What follows belongs to an exercise in optimizing a design on an open flow for small area, a short achievable clock period and few clock cycles; a production flow would make more cautious choices. The RTL was checked by simulation tests, not by an equivalence proof against the original design. No activity file was given, so power comes from the tool's default toggle rates.

===== flow/design.v =====
package pcfs_pkg;
    localparam int TIME_W = 32;
    localparam int PER_W  = 14;
    localparam int ID_W   = 29;
    localparam int DATA_W = 64;
    localparam int KIND_W = 2;
    localparam int ENTRY_W = TIME_W + PER_W + 1 + ID_W + DATA_W;
    localparam int RAW_W   = 32;
    localparam int BUS_BIT = 29;
    localparam logic [PER_W-1:0] MIN_PERIOD = PER_W'(10);
    localparam int MAX_RESULTS = 16;
    localparam int HIT_W       = $clog2(MAX_RESULTS + 1);
    localparam int DEF_MAX_MSGS = 16;
    localparam logic [KIND_W-1:0] KIND_TICK  = 2'd0;
    localparam logic [KIND_W-1:0] KIND_ADD   = 2'd1;
    localparam logic [KIND_W-1:0] KIND_CLEAR = 2'd2;
    typedef struct packed {
        logic [TIME_W-1:0] last_sent;
        logic [PER_W-1:0]  period;
        logic              bus;
        logic [ID_W-1:0]   id;
        logic [DATA_W-1:0] data;
    } t_entry;
endpackage
module pcfs_cell (
    input  logic                       i_clk,
    input  logic                       i_rst_n,
    input  logic                       i_shift,
    input  logic [pcfs_pkg::ENTRY_W-1:0] i_shift_in,
    input  logic                       i_wr,
    input  logic [pcfs_pkg::PER_W-1:0] i_wr_period,
    input  logic                       i_wr_bus,
    input  logic [pcfs_pkg::ID_W-1:0]  i_wr_id,
    input  logic [pcfs_pkg::DATA_W-1:0] i_wr_data,
    output logic [pcfs_pkg::ENTRY_W-1:0] o_entry
);
    pcfs_pkg::t_entry            shift_in;
    logic [pcfs_pkg::TIME_W-1:0] r_last_sent;
    logic [pcfs_pkg::PER_W-1:0]  r_period;
    logic                        r_bus;
    logic [pcfs_pkg::ID_W-1:0]   r_id;
    logic [pcfs_pkg::DATA_W-1:0] r_data;
    assign shift_in = i_shift_in;
    always_ff @(posedge i_clk) begin
        if (!i_rst_n) begin
            r_last_sent <= '0;
        end else if (i_shift) begin
            r_last_sent <= shift_in.last_sent;
        end
    end
    always_ff @(posedge i_clk) begin
        if (i_shift) begin
            r_period <= shift_in.period;
            r_bus    <= shift_in.bus;
            r_id     <= shift_in.id;
            r_data   <= shift_in.data;
        end else if (i_wr) begin
            r_period <= i_wr_period;
            r_bus    <= i_wr_bus;
            r_id     <= i_wr_id;
            r_data   <= i_wr_data;
        end
    end
    assign o_entry = {r_last_sent, r_period, r_bus, r_id, r_data};
endmodule
module periodic_can_frame_scheduler_core #(
    parameter int MAX_MSGS = pcfs_pkg::DEF_MAX_MSGS
) (
    input  logic                          i_clk,
    input  logic                          i_rst_n,
    input  logic                          start,
    output logic                          busy,
    input  logic [pcfs_pkg::KIND_W-1:0]   i_kind,
    input  logic [pcfs_pkg::TIME_W-1:0]   i_now_ms,
    input  logic                          i_ignition_on,
    input  logic [pcfs_pkg::RAW_W-1:0]    i_raw_id,
    input  logic [pcfs_pkg::PER_W-1:0]    i_period_ms,
    input  logic [pcfs_pkg::DATA_W-1:0]   i_payload,
    output logic                          o_strobe,
    output logic                          o_bus_select,
    output logic [pcfs_pkg::ID_W-1:0]     o_frame_id,
    output logic [pcfs_pkg::DATA_W-1:0]   o_frame_data,
    output logic                          o_last
);
    localparam int CNT_W = $clog2(MAX_MSGS + 1);
    localparam int IDX_W = (MAX_MSGS > 1) ? $clog2(MAX_MSGS) : 1;
    typedef enum logic [1:0] {
        ST_IDLE,
        ST_SCAN,
        ST_FLUSH
    } t_state;
    t_state                        r_state;
    logic [CNT_W-1:0]              r_count;
    logic [IDX_W-1:0]              r_idx;
    logic [pcfs_pkg::HIT_W-1:0]    r_hits;
    logic [pcfs_pkg::TIME_W-1:0]   r_now;
    logic                          r_pend_v;
    logic                          r_pend_bus;
    logic [pcfs_pkg::ID_W-1:0]     r_pend_id;
    logic [pcfs_pkg::DATA_W-1:0]   r_pend_data;
    logic                          r_strobe;
    logic                          r_bus;
    logic [pcfs_pkg::ID_W-1:0]     r_id;
    logic [pcfs_pkg::DATA_W-1:0]   r_data;
    logic                          r_last;
    logic [pcfs_pkg::ENTRY_W-1:0]  cell_q [MAX_MSGS];
    pcfs_pkg::t_entry              head_q;
    pcfs_pkg::t_entry              head_upd;
    logic [pcfs_pkg::TIME_W-1:0]   elapsed;
    logic                          scan;
    logic                          due;
    logic                          add_acc;
    logic [pcfs_pkg::PER_W-1:0]    wr_period;
    assign busy      = (r_state != ST_IDLE);
    assign scan      = (r_state == ST_SCAN);
    assign add_acc   = start && !busy && (i_kind == pcfs_pkg::KIND_ADD) &&
                       (r_count < CNT_W'(MAX_MSGS));
    assign wr_period = (i_period_ms < pcfs_pkg::MIN_PERIOD) ? pcfs_pkg::MIN_PERIOD
                                                            : i_period_ms;
    assign head_q = cell_q[0];
    always_comb begin
        elapsed  = r_now - head_q.last_sent;
        due      = scan && (CNT_W'(r_idx) < r_count) &&
                   (elapsed > {{(pcfs_pkg::TIME_W - pcfs_pkg::PER_W){1'b0}},
                               head_q.period}) &&
                   (r_hits != pcfs_pkg::HIT_W'(pcfs_pkg::MAX_RESULTS));
        head_upd = head_q;
        if (due) begin
            head_upd.last_sent = r_now;
        end
    end
    for (genvar k = 0; k < MAX_MSGS; k++) begin : g_cell
        logic [pcfs_pkg::ENTRY_W-1:0] shift_in;
        if (k == MAX_MSGS - 1) begin : g_tail
            assign shift_in = head_upd;
        end else begin : g_mid
            assign shift_in = cell_q[k+1];
        end
        pcfs_cell u_cell (
            .i_clk       (i_clk),
            .i_rst_n     (i_rst_n),
            .i_shift     (scan),
            .i_shift_in  (shift_in),
            .i_wr        (add_acc && (r_count == CNT_W'(k))),
            .i_wr_period (wr_period),
            .i_wr_bus    (i_raw_id[pcfs_pkg::BUS_BIT]),
            .i_wr_id     (i_raw_id[pcfs_pkg::ID_W-1:0]),
            .i_wr_data   (i_payload),
            .o_entry     (cell_q[k])
        );
    end
    always_ff @(posedge i_clk) begin
        if (!i_rst_n) begin
            r_state  <= ST_IDLE;
            r_count  <= '0;
            r_idx    <= '0;
            r_hits   <= '0;
            r_pend_v <= 1'b0;
            r_strobe <= 1'b0;
        end else begin
            r_strobe <= 1'b0;
            unique case (r_state)
                ST_IDLE: begin
                    if (start) begin
                        case (i_kind)
                            pcfs_pkg::KIND_ADD: begin
                                if (add_acc) begin
                                    r_count <= r_count + CNT_W'(1);
                                end
                            end
                            pcfs_pkg::KIND_CLEAR: begin
                                r_count <= '0;
                            end
                            pcfs_pkg::KIND_TICK: begin
                                if (i_ignition_on && (r_count != '0)) begin
                                    r_now    <= i_now_ms;
                                    r_idx    <= '0;
                                    r_hits   <= '0;
                                    r_pend_v <= 1'b0;
                                    r_state  <= ST_SCAN;
                                end
                            end
                            default: begin
                            end
                        endcase
                    end
                end
                ST_SCAN: begin
                    if (due) begin
                        r_hits <= r_hits + pcfs_pkg::HIT_W'(1);
                        if (r_pend_v) begin
                            r_strobe <= 1'b1;
                            r_bus    <= r_pend_bus;
                            r_id     <= r_pend_id;
                            r_data   <= r_pend_data;
                            r_last   <= 1'b0;
                        end
                        r_pend_v    <= 1'b1;
                        r_pend_bus  <= head_q.bus;
                        r_pend_id   <= head_q.id;
                        r_pend_data <= head_q.data;
                    end
                    if (r_idx == IDX_W'(MAX_MSGS - 1)) begin
                        r_state <= ST_FLUSH;
                    end else begin
                        r_idx <= r_idx + IDX_W'(1);
                    end
                end
                ST_FLUSH: begin
                    if (r_pend_v) begin
                        r_strobe <= 1'b1;
                        r_bus    <= r_pend_bus;
                        r_id     <= r_pend_id;
                        r_data   <= r_pend_data;
                        r_last   <= 1'b1;
                    end
                    r_pend_v <= 1'b0;
                    r_state  <= ST_IDLE;
                end
                default: begin
                    r_state <= ST_IDLE;
                end
            endcase
        end
    end
    assign o_strobe     = r_strobe;
    assign o_bus_select = r_bus;
    assign o_frame_id   = r_id;
    assign o_frame_data = r_data;
    assign o_last       = r_last;
endmodule

===== flow/run.sh =====
#!/bin/bash
# synth_recipe.tcl (not shown) runs the flow's synth.tcl, then flattens the netlist and writes it again
# the make line also repeats each setting of config.mk as NAME=value (left out here)
make -C /OpenROAD-flow-scripts/flow DESIGN_CONFIG=/design/flow/config.mk WORK_HOME=/design/flow/orfs CLKGATE_MAP_FILE= SYNTH_SCRIPT=/design/flow/synth_recipe.tcl finish

===== flow/config.mk =====
export PLATFORM = sky130hd
export DESIGN_NAME = periodic_can_frame_scheduler_core
export DESIGN_NICKNAME = periodic_can_frame_scheduler_core
export VERILOG_FILES = /design/flow/design.v
export SDC_FILE = /design/flow/constraint.sdc
export NUM_CORES = 4
export LEC_CHECK = 0
export CAP_MARGIN = 20
export CORE_MARGIN = 2
export CORE_UTILIZATION = 45
export SLEW_MARGIN = 20

===== flow/constraint.sdc =====
create_clock -name core_clock -period 6.0 [get_ports {i_clk}]
set_input_delay 1.2000 -clock core_clock [delete_from_list [all_inputs] [get_ports {i_clk}]]
set_output_delay 1.2000 -clock core_clock [all_outputs]
set_load 0.01 [all_outputs]

==> run notes <==
- Setup violations remaining at the end of the flow were counted as 0.
- In the synthesized netlist the dominant register cell turns out to be sky130_fd_sc_hd__edfxtp_1.
- Synthesis produced 8083 cells.
- The synthesis-stage register bit count is about 2.5k.
- The remaining global-route overflow is 0.
- The total negative slack is 0 ns.
- From synthesis to final layout, the design area changed by 14.2%.
- Input and output buffers added on the ports amount to 242.
- For this block, the routed nets add up to between 200000 and 250000 um of wire.
- After detailed routing, the average wire length per cell comes to about 18 um.
- The chip height is 467 um.
- The clock tree buffer depth is 4.
- The maximum clock rate is 188 MHz.
- The sequential-to-total area share from yosys stat is roughly 72%.
- The site row count is around 170.
- The yosys synthesis warning count is 3.
- In the final layout, the share of cells above drive strength 1 is roughly 5.5%.
- The relative slew slack is 19.8%.
- The number of failing hold endpoints at the final stage is 0.
- The worst hold path was traced through 0 stages.
- For the worst setup path, the data required time is 6.56 ns.
- The cell taking the most area after synthesis is sky130_fd_sc_hd__edfxtp_1.
- Measured in cells, the most critical reg-to-reg path has a length of 19.
- Data on the critical path arrives at its endpoint at ~5.9 ns.
- The number of clock buffers added by TritonCTS is roughly 280.
- In this run, post-CTS repair resized a total of 0 instances.
- The area inside the core boundary is ~0.21 mm^2.
- After layout, the worst path uses between 80% and 90% of the clock period.
- The compound-cell area share of the yosys netlist is under 10%.
- The synthesized area is about 0.096 mm^2.
- After detailed routing, the number of vias per cell comes to ~5.
- Fill cells in the final layout number 18.5k.
- Yosys mapped the design onto between 70 and 80 distinct sky130hd cell types.
- The final count of pins violating max slew came to 0.
- Of the post-synthesis cell area, the part taken by muxes is under 10%.
- Pin placement for this block handled 245 I/O pins.
- Entering global routing, the biggest net connects 250 pins.
- The tightest min-delay check is of the reg -> reg type.
- The initial antenna violation count is 7.
- The critical path in this run is classified as reg -> reg.
- After detailed routing, the met3 layer carries 12400 um of wire.
- The number of buffers inserted for hold repair after clock tree synthesis is 0.
- The dominant combinational cell family by area after synthesis is simple AND/OR/NAND/NOR gates.
- Power spread over the standard cell area amounts to about 470 mW/mm^2.
- The highest layer touched by signal routing is met5.
- The number of buffers inserted to repair setup after CTS is 0.
- The slew at the pin closest to its max-slew limit is roughly 1.2 ns.
- In this run the static leakage power is 39.7 nW.
- The post-route minimum period is between 5 and 6 ns.
- The later pin in the worst-skew pair is clocked with a latency of between 0.9 and 1 ns.
- Once the floorplan was initialized, standard cells occupied a little under half of the core.
- The cell chosen for the clock root is sky130_fd_sc_hd__clkbuf_16.
- After Yosys synthesis, and, or, nand and nor cells account for a little under a fifth of the synthesized area.
- The mean cell area of the mapped netlist is approximately 12 um^2.
- For this run, design rule violations remaining after detail routing come to 0.
- The number of global-route vias before repair was ~55k.
- The number of levels in the clock H-tree is 5.
- When the netlist entered floorplanning its net count stood at around 8.3k.
- The routed layout has around 57k vias.
- Once detailed placement completed, the half-perimeter wirelength came to approximately 110000 um.
- TritonCTS built the clock tree.
- In the detailed route, the total length drawn on met2 is approximately 90000 um.
- By count the netlist is led by sky130_fd_sc_hd__nand2_1, sky130_fd_sc_hd__edfxtp_1, sky130_fd_sc_hd__dfxtp_1, sky130_fd_sc_hd__mux2i_1, sky130_fd_sc_hd__nor2b_1.
- The final estimated routing congestion in global placement is ~0.82.
- The clock input transition at the sequential cells of the worst setup and hold paths is around 0.060 ns.
- The final net count is 8418.
- The placed instances occupy a cell area of a little over 0.1 mm^2.
- The die area is 0.218 mm^2.
- For this run, the detailed router's first-pass iteration total came to 5.
- Setup repair after global routing left no endpoint under its margin.
- The chip width is between 400 and 500 um.
- After synthesis, the largest area contributor takes up about 60% of total cell area.
- CTS saw 2479 sinks.
- The worst setup skew after layout is approximately 0.066 ns.
- The finished cells cover approximately 0.11 mm^2.
- The first global-routing pass estimated between 300000 and 400000 um of wire.
- Of all flip-flops after synthesis, the portion carrying an async set or reset was 0%.
- Max-cap violations in this run came to 0.
- The synthesized-area fraction occupied by adder cells is less than 1%.
- The DRC marker count from the first detailed-route iteration is ~5.1k.
- Along the worst path, the maximum fanout reaches 54.
- The synthesized design contains between 1.5k and 2k enable-type register cells.
- In this run the remaining antenna-violating nets after routing total 0.
- The flow ran to the end and the layout has no timing, DRC or antenna violations.
- After synthesis, the cell types taking the most area are sky130_fd_sc_hd__edfxtp_1, sky130_fd_sc_hd__nand2_1, sky130_fd_sc_hd__dfxtp_1, sky130_fd_sc_hd__mux2i_1, sky130_fd_sc_hd__nor2b_1.
- STA classifies the critical path startpoint as a flop.
- STA classifies the critical path endpoint as a flop.
- The highest ir drop seen on vdd is roughly 600 uV.
- The tightest hold path in the finished design has a slack of 0.383 ns.
- The library cell with the highest instance count after synthesis is sky130_fd_sc_hd__nand2_1.
- The wire length on met1 is 98100 um.
- The xor/xnor cell area share of the yosys netlist is less than 1%.
- The overall routing resource usage is 18.8%.
logic make-up after synthesis:
kind of cell | count (synthesis)
DFF | 2479
adders and majority gates | 61
xor gates and xnor gates | 21
buffers and inverters | 530
AOI/OAI and AO/OA | 260
and+or+nand+nor | 4246
muxes | 486
through the flow:
step	std cells	setup WS [ns]	power (W)	utilization [%]
after CTS	11200	0.671	0.0527	51.8
final	11200	0.676	0.0521	51.8
after floorplan	8083	-1.37	0.0330	-
after global routing	11200	0.203	0.0548	51.8
after global placement	10800	0.675	0.0366	47.9
after detailed placement	10800	0.694	0.0368	47.9
state kept, by name, indices dropped and copies added, names as in the netlist, 5 cells and up:
signal,count
g_cell.u_cell.r_period,224
g_cell.u_cell.r_data,1024
g_cell.u_cell.r_last_sent,512
r_now,32
r_id,29
r_pend_id,29
r_hits,5
g_cell.u_cell.r_bus,16
g_cell.u_cell.r_id,464
r_pend_data,64
r_count,5
r_data,64
report_power, final:
group | internal, W | switching (W)
clock network | 0.00919 | 0.00655
logic | 0.00284 | 0.00871
registers | 0.0239 | 0.000873
final cells by class:
cell class	instances	area, um^2	share of cell area, %
Sequential cell	2479	69100	62.8
Multi-Input combinational cell	5074	25400	23.1
Clock buffer	374	7600	6.90
Tap cell	2821	3530	3.21
Timing Repair Buffer	312	3420	3.11
Clock inverter	100	707	0.642
Inverter	65	251	0.229
Antenna cell	3	7.51	0.00682
metal layers:
| layer | global-route usage [%] | vias up |
|---|---|---|
| met1 | 28.1 | 28000 |
| met5 | 0 | - |
| met4 | 5.09 | 4 |
| li1 | - | 27500 |
| met2 | 28.0 | 1373 |
| met3 | 3.61 | 359 |
critical path, stage by stage (launching register included):
cell	delay, ns
sky130_fd_sc_hd__edfxtp_1	0.36
sky130_fd_sc_hd__inv_1	0.05
sky130_fd_sc_hd__ha_1	0.22
sky130_fd_sc_hd__fa_1	0.41
sky130_fd_sc_hd__nor2b_1	0.19
sky130_fd_sc_hd__o2111ai_1	0.23
sky130_fd_sc_hd__a21oi_1	0.32
sky130_fd_sc_hd__nor2b_1	0.10
sky130_fd_sc_hd__xnor2_1	0.16
sky130_fd_sc_hd__ha_1	0.31
sky130_fd_sc_hd__nand4_1	0.10
sky130_fd_sc_hd__nor3_1	0.25
sky130_fd_sc_hd__o21ai_0	0.14
sky130_fd_sc_hd__a31oi_1	0.36
sky130_fd_sc_hd__nor4b_2	0.11
sky130_fd_sc_hd__nand4_1	0.18
sky130_fd_sc_hd__or4_4	0.20
sky130_fd_sc_hd__a21oi_4	0.07
sky130_fd_sc_hd__nor2_4	0.83
sky130_fd_sc_hd__buf_12	0.35
placed cells by master (no fill, tap or decap), types with 6 or more instances in the layout:
cell,Yosys,final
sky130_fd_sc_hd__edfxtp_1,1949,1949
sky130_fd_sc_hd__dfxtp_1,530,530
sky130_fd_sc_hd__o21ai_0,51,40
sky130_fd_sc_hd__clkbuf_16,0,285
sky130_fd_sc_hd__o21ai_1,6,6
sky130_fd_sc_hd__o21a_1,11,11
sky130_fd_sc_hd__mux2i_1,485,485
sky130_fd_sc_hd__nor4_1,6,6
sky130_fd_sc_hd__nand2_1,3569,3568
sky130_fd_sc_hd__clkdlybuf4s50_1,0,241
sky130_fd_sc_hd__nor2b_1,478,478
sky130_fd_sc_hd__a21o_1,42,42
sky130_fd_sc_hd__inv_1,65,64
sky130_fd_sc_hd__o21ai_4,0,11
sky130_fd_sc_hd__o211ai_1,11,11
sky130_fd_sc_hd__buf_4,2,32
sky130_fd_sc_hd__buf_12,0,37
sky130_fd_sc_hd__xnor2_1,14,14
sky130_fd_sc_hd__nor2_1,53,52
sky130_fd_sc_hd__clkinv_1,0,41
sky130_fd_sc_hd__clkinv_2,0,37
sky130_fd_sc_hd__and2_1,7,7
sky130_fd_sc_hd__and3_1,35,35
sky130_fd_sc_hd__clkbuf_1,395,76
sky130_fd_sc_hd__nand4_1,18,18
sky130_fd_sc_hd__ha_1,60,59
sky130_fd_sc_hd__nand3_1,9,9
sky130_fd_sc_hd__xor2_1,7,7
sky130_fd_sc_hd__a311o_1,32,32
sky130_fd_sc_hd__bufinv_16,0,8
sky130_fd_sc_hd__nor3_1,48,47
sky130_fd_sc_hd__or3_1,7,7
sky130_fd_sc_hd__a21oi_1,40,40
sky130_fd_sc_hd__inv_6,0,7
sky130_fd_sc_hd__clkbuf_8,0,13
sky130_fd_sc_hd__a31oi_1,11,11
worst paths after layout:
kind,startpoint,endpoint,slack (ns)
setup reg to reg,r_now[0],r_data[55],0.68
setup / recovery,r_now[0],r_data[55],0.68
hold / removal,r_pend_data[9],r_data[9],0.38
hold reg to reg,r_pend_data[9],r_data[9],0.38
Testbench counts, summed over its fixed seeds: cycles 85,347.

port drivers added, routing unchanged:
No port has a modelled driver above. Below, the same layout with a new extraction and two added sets of constraints. Step 1: set_driving_cell puts a clkbuf_16 on i_clk and a buf_2 on each other input, an assumption about the parent block. Step 2 moves the port delays by t, midway between the first and last clock arrival at a register: inputs arrive t later, outputs are due t later. That takes back most of the time a late clock gives input paths. Slacks: ideal ports / drivers / drivers and shift; pairs: ideal ports / drivers.
shift t [ns]: 0.961
slack for setup (ns): 0.676 / 0.676 / 0.676
worst setup path after step 2: register to register
clock arrival spread, ns: 0.080 / 0.080
pins driven straight from the clock port: 1
After both steps setup and hold are still met in this run. For this run, drivers alone change the setup slack by 0.000 ns; drivers and shift together by 0.000 ns.
